Context: an optimization exercise on an open-source flow, tuned for small area. The choices shown serve that exercise and are no tape-out recipe.
The RTL was checked by simulation tests, not by an equivalence proof against the original design.

==> module completion_buffer, before the edit <==
module completion_buffer (
	input  logic            clock,
	input  logic            rst_n,
	input  logic            wr,
	input  ex_pkg::result_t wr_data,
	output logic [2:0]      wr_slot,
	input  logic            wr_a,
	input  logic [2:0]      slot_a,
	input  logic            wr_b,
	input  logic [2:0]      slot_b,
	input  logic            pop,
	output logic            head_valid,
	output ex_pkg::result_t head
);
	logic [ex_pkg::TAG_W+ex_pkg::XLEN-1:0] mem [ex_pkg::BUF_DEPTH];
	logic [ex_pkg::BUF_DEPTH-1:0] busy;
	logic [2:0]                   order [ex_pkg::BUF_DEPTH];
	logic [3:0]                   wr_ptr;
	logic [3:0]                   rd_ptr;
	logic [2:0]                   wr_ptr_b;
	logic [2:0]                   head_slot;
	always_comb begin
		wr_slot = '0;
		for (int i = ex_pkg::BUF_DEPTH - 1; i >= 0; i--) begin
			if (!busy[i]) begin
				wr_slot = 3'(i);
			end
		end
	end
	always_ff @(posedge clock) begin
		if (wr) begin
			mem[wr_slot] <= wr_data;
		end
	end
	always_ff @(posedge clock or negedge rst_n) begin
		if (!rst_n) begin
			busy <= '0;
		end else begin
			for (int i = 0; i < ex_pkg::BUF_DEPTH; i++) begin
				if (wr && wr_slot == 3'(i)) begin
					busy[i] <= 1'b1;
				end else if (pop && head_slot == 3'(i)) begin
					busy[i] <= 1'b0;
				end
			end
		end
	end
	assign wr_ptr_b = wr_ptr[2:0] + {2'b0, wr_a};
	always_ff @(posedge clock) begin
		if (wr_a) begin
			order[wr_ptr[2:0]] <= slot_a;
		end
		if (wr_b) begin
			order[wr_ptr_b] <= slot_b;
		end
	end
	always_ff @(posedge clock or negedge rst_n) begin
		if (!rst_n) begin
			wr_ptr <= '0;
			rd_ptr <= '0;
		end else begin
			wr_ptr <= wr_ptr + {3'b0, wr_a} + {3'b0, wr_b};
			if (pop) begin
				rd_ptr <= rd_ptr + 1'b1;
			end
		end
	end
	logic [ex_pkg::BUF_DEPTH-1:0] rd_sel;
	logic [ex_pkg::BUF_DEPTH-1:0] head_sel;
	always_comb begin
		for (int i = 0; i < ex_pkg::BUF_DEPTH; i++) begin
			rd_sel[i]   = rd_ptr[2:0] == 3'(i);
			head_sel[i] = head_slot == 3'(i);
		end
	end
	for (genvar b = 0; b < 3; b++) begin : g_order_rd
		logic [ex_pkg::BUF_DEPTH-1:0] col;
		for (genvar i = 0; i < ex_pkg::BUF_DEPTH; i++) begin : g_col
			assign col[i] = order[i][b];
		end
		ex_rd8 u_rd (
			.d (col),
			.s (rd_sel),
			.y (head_slot[b])
		);
	end
	for (genvar b = 0; b < ex_pkg::TAG_W + ex_pkg::XLEN; b++) begin : g_head_rd
		logic [ex_pkg::BUF_DEPTH-1:0] col;
		for (genvar i = 0; i < ex_pkg::BUF_DEPTH; i++) begin : g_col
			assign col[i] = mem[i][b];
		end
		ex_rd8 u_rd (
			.d (col),
			.s (head_sel),
			.y (head[b])
		);
	end
	assign head_valid = wr_ptr != rd_ptr;
endmodule
==> module ex_rd8, before the edit <==
module ex_rd8 (
	input  logic [7:0] d,
	input  logic [7:0] s,
	output logic       y
);
	assign y = |(d & s);
endmodule
clock: 10.0 ns
lec_check: 0
abc_area: 1
cap_margin: 20
core_margin: 2
core_utilization: 55
cts_buf_list: sky130_fd_sc_hd__clkbuf_8
slew_margin: 20
synth_hierarchical: 1
standard.sh (not shown) runs the stock make flow with config.mk's settings and CLKGATE_MAP_FILE= SYNTH_SCRIPT=/design/flow/synth_recipe.tcl, a recipe that flattens the netlist after the stock synthesis.
==> flow/flow/run.sh <==
#!/bin/bash
# The standard layout, with plain buffers (not delay cells) on the ports.
set -euo pipefail
export BUFFER_PORTS_ARGS="-buffer_cell sky130_fd_sc_hd__buf_1"
bash standard.sh > standard.log 2>&1
Rerun with:
--- a/flow/design.v
+++ b/flow/design.v
@@ -2587,44 +2587,9 @@
 			end
 		end
 	end
-	logic [ex_pkg::BUF_DEPTH-1:0] rd_sel;
-	logic [ex_pkg::BUF_DEPTH-1:0] head_sel;
-	always_comb begin
-		for (int i = 0; i < ex_pkg::BUF_DEPTH; i++) begin
-			rd_sel[i]   = rd_ptr[2:0] == 3'(i);
-			head_sel[i] = head_slot == 3'(i);
-		end
-	end
-	for (genvar b = 0; b < 3; b++) begin : g_order_rd
-		logic [ex_pkg::BUF_DEPTH-1:0] col;
-		for (genvar i = 0; i < ex_pkg::BUF_DEPTH; i++) begin : g_col
-			assign col[i] = order[i][b];
-		end
-		ex_rd8 u_rd (
-			.d (col),
-			.s (rd_sel),
-			.y (head_slot[b])
-		);
-	end
-	for (genvar b = 0; b < ex_pkg::TAG_W + ex_pkg::XLEN; b++) begin : g_head_rd
-		logic [ex_pkg::BUF_DEPTH-1:0] col;
-		for (genvar i = 0; i < ex_pkg::BUF_DEPTH; i++) begin : g_col
-			assign col[i] = mem[i][b];
-		end
-		ex_rd8 u_rd (
-			.d (col),
-			.s (head_sel),
-			.y (head[b])
-		);
-	end
+	assign head_slot  = order[rd_ptr[2:0]];
 	assign head_valid = wr_ptr != rd_ptr;
-endmodule
-module ex_rd8 (
-	input  logic [7:0] d,
-	input  logic [7:0] s,
-	output logic       y
-);
-	assign y = |(d & s);
+	assign head       = mem[head_slot];
 endmodule
 module ex_control (
 	input  logic       clock,
Outcome: The new run went through all stages and came out clean. Design area went up by 1.8%. First-iteration DRC count increases by 7.1%. Core utilization went down by 0.97 points. Fmax fell by 0.69%. Area after synthesis increases by 3.0%. Sequential share of layout area falls by 0.39 points. Routed wire length went up by 1.1%. Non-clock buffer count is higher by 29. Register-to-register slack degrades by 870 ps.

-- port drivers added, routing unchanged --
In the flow no input, the clock included, has a driving cell. The finished layouts below were timed again as built, in two steps. Step 1 sets driving cells, clkbuf_16 on the clock port and buf_2 on the other inputs (assumed; they add their load-dependent delay and slew). Step 2, shift: input delay + t, output delay - t, t = (earliest + latest rising clock arrival at the registers) / 2. This alone moves slack from input paths to output paths. a / b / c = no drivers / after step 1 / after step 2; a / b = the first two.
run	shift t [ns]	setup slack, ns	worst hold slack (ns)	worst data-port slew with drivers (ns)	pins driven straight from the clock port
the first run	0.649	0.334 / 0.311 / -0.338	0.328 / 0.328 / 0.328	0.11	1
the second run	0.662	0.267 / 0.289 / -0.373	0.326 / 0.326 / 0.326	0.14	1
With both steps, setup timing fails in the first run and the second run, where it was met with ideal ports. For the first run, which loses most, drivers alone change the setup slack by -0.023 ns; drivers and shift together by -0.672 ns.
